Background: an optimization exercise with open tools, aiming at small area, a short achievable clock period and few clock cycles per item. Do not read the settings as production practice. Function was checked by simulation only, so behaviour that the tests miss may differ from the original. Power and IR drop assume default switching activity.

Design tcp_congestion_window_update, start of the top module:
module tcp_congestion_window_update #(
    parameter int WINDOW_BITS  = 32,
    parameter int TIMEOUT_BITS = 24
) (
    input  wire logic                             clk,
    input  wire logic                             rst_n,
    input  wire logic                             cfg_write,
    input  wire logic [cwu_pkg::CFG_IDX_W-1:0]    cfg_index,
    input  wire logic [cwu_pkg::CFG_DATA_W-1:0]   cfg_data,
    input  wire logic                             in_valid,
    output logic                                  in_ready,
    input  wire logic                             operation,
    input  wire logic                             new_data_acked,
    output logic                                  out_valid,
    input  wire logic                             out_ready,
    output logic [cwu_pkg::OUT_WIN_W-1:0]         window,
    output logic [cwu_pkg::OUT_TMO_W-1:0]         timeout_value,
    output logic                                  retransmit,
    output logic                                  restart_timer,
    output logic                                  in_avoidance
);
Size in the first run: ~250 flip-flops, about 100 I/O pins, about 21,000 sq um of cells after synthesis.
make LEC_CHECK=0 ABC_CLOCK_PERIOD_IN_PS=3000 CAP_MARGIN=20 CORE_MARGIN=2 CORE_UTILIZATION=40 SETUP_SLACK_MARGIN=5.0 SLEW_MARGIN=20 finish   # period 8.5 ns
run.sh (not shown) runs the stock make flow with config.mk's settings and CLKGATE_MAP_FILE= SYNTH_SCRIPT=/design/flow/synth_recipe.tcl, a recipe that flattens the netlist after the stock synthesis.
The starting point produced a clean layout.
Testbench counts at the start, summed over its fixed seeds: cycles 13,938, items 4,800.
Change:
Settings changed: ABC_CLOCK_PERIOD_IN_PS 3000 to 4500, SETUP_SLACK_MARGIN 5.0 to 3.5.
- The new run produced a clean layout
- via count shrinks by about 0.9%
- utilization went down by 1.1 points
- cell area shrinks by about 2%

Another version of the RTL of tcp_congestion_window_update (not shown whole).
Size: roughly 270 flip-flops, roughly 19000 sq um of cells after synthesis.
export LEC_CHECK = 0
export CAP_MARGIN = 20
export CORE_MARGIN = 2
export CORE_UTILIZATION = 40
export SETUP_SLACK_MARGIN = 4.7
export SLEW_MARGIN = 20
create_clock -name core_clock -period 8.5 [get_ports {clk}]
standard.sh (not shown) runs the stock make flow with config.mk's settings and CLKGATE_MAP_FILE= SYNTH_SCRIPT=/design/flow/synth_recipe.tcl, a recipe that flattens the netlist after the stock synthesis.
==> flow/flow/run.sh <==
#!/bin/bash
# Standard layout, with plain buffers (not delay cells) on the ports.
set -e
export BUFFER_PORTS_ARGS="-buffer_cell sky130_fd_sc_hd__buf_2"
bash standard.sh > standard.log 2>&1
The starting point finished with timing, DRC and antenna clean.
Testbench counts at the start, summed over its fixed seeds: cycles 22,012, items 4,800.
Change:
SETUP_SLACK_MARGIN = 5.0   (was 4.7)
What happened: The changed run finished clean. Synthesized cell count does not change. Global-route usage is about the same. Setup slack gets better by 360 ps. Power came out higher by 0.79%. Count of clock-buffer cells in the layout came out lower by 3. Critical path depth came out lower by 5. Utilization came out higher by 0.92 points. Worst hold slack gets worse by 9.1 ps. Wire length came out lower by 0.82%. Cell area came out higher by 2.0%. Non-clock buffer count came out higher by 32.

== sierra ==
tcp_congestion_window_update, a different RTL version from the one above (not shown whole).
Size: roughly 1800 cells after synthesis, about 260 flip-flops.
Settings: LEC_CHECK=0, CAP_MARGIN=20, CORE_MARGIN=2, CORE_UTILIZATION=40, SETUP_SLACK_MARGIN=5.0, SLEW_MARGIN=20; clock period 8.5 ns.
run.sh (not shown) runs the stock make flow with config.mk's settings and CLKGATE_MAP_FILE= SYNTH_SCRIPT=/design/flow/synth_recipe.tcl, a recipe that flattens the netlist after the stock synthesis.
Stock flow here: none of the scripts above is used.
Testbench counts of sierra, summed over its fixed seeds: cycles 24,030, items 4,800.
> inputs changed (sierra -> lagoon)
# sierra
export LEC_CHECK = 0
export CAP_MARGIN = 20
export CORE_MARGIN = 2
export CORE_UTILIZATION = 40
export SETUP_SLACK_MARGIN = 5.0
export SLEW_MARGIN = 20
create_clock -name core_clock -period 8.5 [get_ports {clk}]
# lagoon
export LEC_CHECK = 0
export CAP_MARGIN = 20
export CORE_MARGIN = 2
export CORE_UTILIZATION = 40
export SETUP_SLACK_MARGIN = 4.5
export SLEW_MARGIN = 20
create_clock -name core_clock -period 8.5 [get_ports {clk}]
--- outcome ---
Worst setup slack: lagoon < sierra. sierra -> lagoon: die area delta 0, exact match. lagoon — design area 3.5% lower, sierra as reference. Per the comparison of lagoon with sierra, starting DRC count in detailed routing higher, measured slew at the worst slew-check pin now larger, slack of the worst reg-to-reg path fell by 320 ps.
### lagoon -> cedar
# lagoon
export LEC_CHECK = 0
export CAP_MARGIN = 20
export CORE_MARGIN = 2
export CORE_UTILIZATION = 40
export SETUP_SLACK_MARGIN = 4.5
export SLEW_MARGIN = 20
create_clock -name core_clock -period 8.5 [get_ports {clk}]
# cedar
export LEC_CHECK = 0
export CAP_MARGIN = 20
export CORE_MARGIN = 2
export CORE_UTILIZATION = 40
export SETUP_SLACK_MARGIN = 5.0
export SLEW_MARGIN = 20
create_clock -name core_clock -period 8.5 [get_ports {clk}]
==> flow/flow/run.sh (new file) <==
#!/bin/bash
# Standard layout, with plain buffers (not delay cells) on the ports.
set -e
cp standard.sh standard.sh.txt 2>/dev/null || true
export BUFFER_PORTS_ARGS="-buffer_cell sky130_fd_sc_hd__buf_2"
bash standard.sh > standard.log 2>&1
==> flow/standard.sh (new file) <==
#!/bin/bash
# synth_recipe.tcl (not shown) runs the flow's synth.tcl, then flattens the netlist and writes it again
# the make line also repeats each setting of config.mk as NAME=value (left out here)
make -C /OpenROAD-flow-scripts/flow DESIGN_CONFIG=/design/flow/config.mk WORK_HOME=/design/flow/orfs CLKGATE_MAP_FILE= SYNTH_SCRIPT=/design/flow/synth_recipe.tcl "${@:-finish}"
removed: flow/run.sh
==> run notes <==
Fmax: cedar above lagoon. [compare] base=lagoon new=cedar: placed wire-length estimate stayed essentially flat, sequential share of layout area increased by 0.16 points relative to the old numbers, non-clock buffer total of the final layout climbed 26. Routed wire in cedar totals more than in lagoon.
The following lists how harbor was set up differently from cedar:
==> flow/flow/run.sh <==
#!/bin/bash
# Standard layout, with plain buffers (not delay cells) on the ports.
set -e
export BUFFER_PORTS_ARGS="-buffer_cell sky130_fd_sc_hd__buf_2"
bash standard.sh SETUP_SLACK_MARGIN=6.0 finish > standard.log 2>&1
[summary]
- In harbor the largest driver fanout on the critical path turned out 9 lower than in cedar.
- Compared with cedar, in harbor data required time of the critical path went up 50 ps; clock network fraction of design power moved down; port buffer count level.
The following lists how juniper was set up differently from harbor:
# harbor
export LEC_CHECK = 0
export CAP_MARGIN = 20
export CORE_MARGIN = 2
export CORE_UTILIZATION = 40
export SETUP_SLACK_MARGIN = 5.0
export SLEW_MARGIN = 20
create_clock -name core_clock -period 8.5 [get_ports {clk}]
# juniper
export LEC_CHECK = 0
export CAP_MARGIN = 20
export CORE_MARGIN = 2
export CORE_UTILIZATION = 40
export CTS_BUF_LIST = sky130_fd_sc_hd__clkbuf_4
export SETUP_SLACK_MARGIN = 5.0
export SLEW_MARGIN = 20
create_clock -name core_clock -period 8.5 [get_ports {clk}]
==> flow/flow/run.sh <==
#!/bin/bash
# Standard layout, with plain buffers (not delay cells) on the ports.
set -e
export BUFFER_PORTS_ARGS="-buffer_cell sky130_fd_sc_hd__buf_2"
bash standard.sh > standard.log 2>&1
--- outcome ---
Higher worst max-slew margin expressed relative to the limit among harbor and juniper: harbor
juniper vs harbor, endpoint of the most critical setup path: win_reg[29] vs win_reg[20]
[compare] base=harbor new=juniper: weighted congestion reported at the end of routability-driven placement lower; placed cell count barely changed; total number of vias went down; proportion of cell area occupied by registers now sits higher.
Between juniper and harbor, the multi-input combinational cell count figures differ only marginally.
harbor → juniper: logic gate share of total power moved down, worst setup slack moved down, total global routing overflow barely changed.
Wire length in juniper is about 9% lower than in harbor

==> re-timing with driven ports <==
The flow's constraints put no driver on any port. The routed layouts listed below were extracted and timed again, unchanged, in two steps.
Step 1, drivers: a clkbuf_16 drives clk and a buf_2 each remaining input, both assumed.
Step 2 also shifts input and output timing later by t, the mid clock arrival at the registers, as if the neighbouring blocks saw the same clock.
Slacks: no drivers / after step 1 / after step 2; pairs: no drivers / after step 1.
run | t, ns | setup WS [ns] | worst setup path after step 2 | worst slew at a driven data input, ns
the first run of note 1 | 0.631 | 2.710 / 2.710 / 2.710 | register to register | 0.05
the second run of note 1 | 0.643 | 2.814 / 2.814 / 2.814 | register to register | 0.06
the first run of note 2 | 0.630 | 4.718 / 4.718 / 4.271 | input to register | 0.06
the second run of note 2 | 0.629 | 5.079 / 5.079 / 4.521 | input to register | 0.04
sierra | 0.625 | 5.008 / 4.983 / 4.548 | input to register | 0.04
lagoon | 0.630 | 4.688 / 4.688 / 4.318 | input to register | 0.05
cedar | 0.617 | 5.035 / 5.035 / 4.558 | input to register | 0.06
harbor | 0.645 | 5.062 / 5.062 / 4.768 | input to register | 0.07
juniper | 0.762 | 5.004 / 5.004 / 4.481 | input to register | 0.06
After both steps every run listed still meets setup and hold. The setup slack of the second run of note 2, which loses most, moves by 0.000 ns with the drivers and by -0.558 ns with both steps.
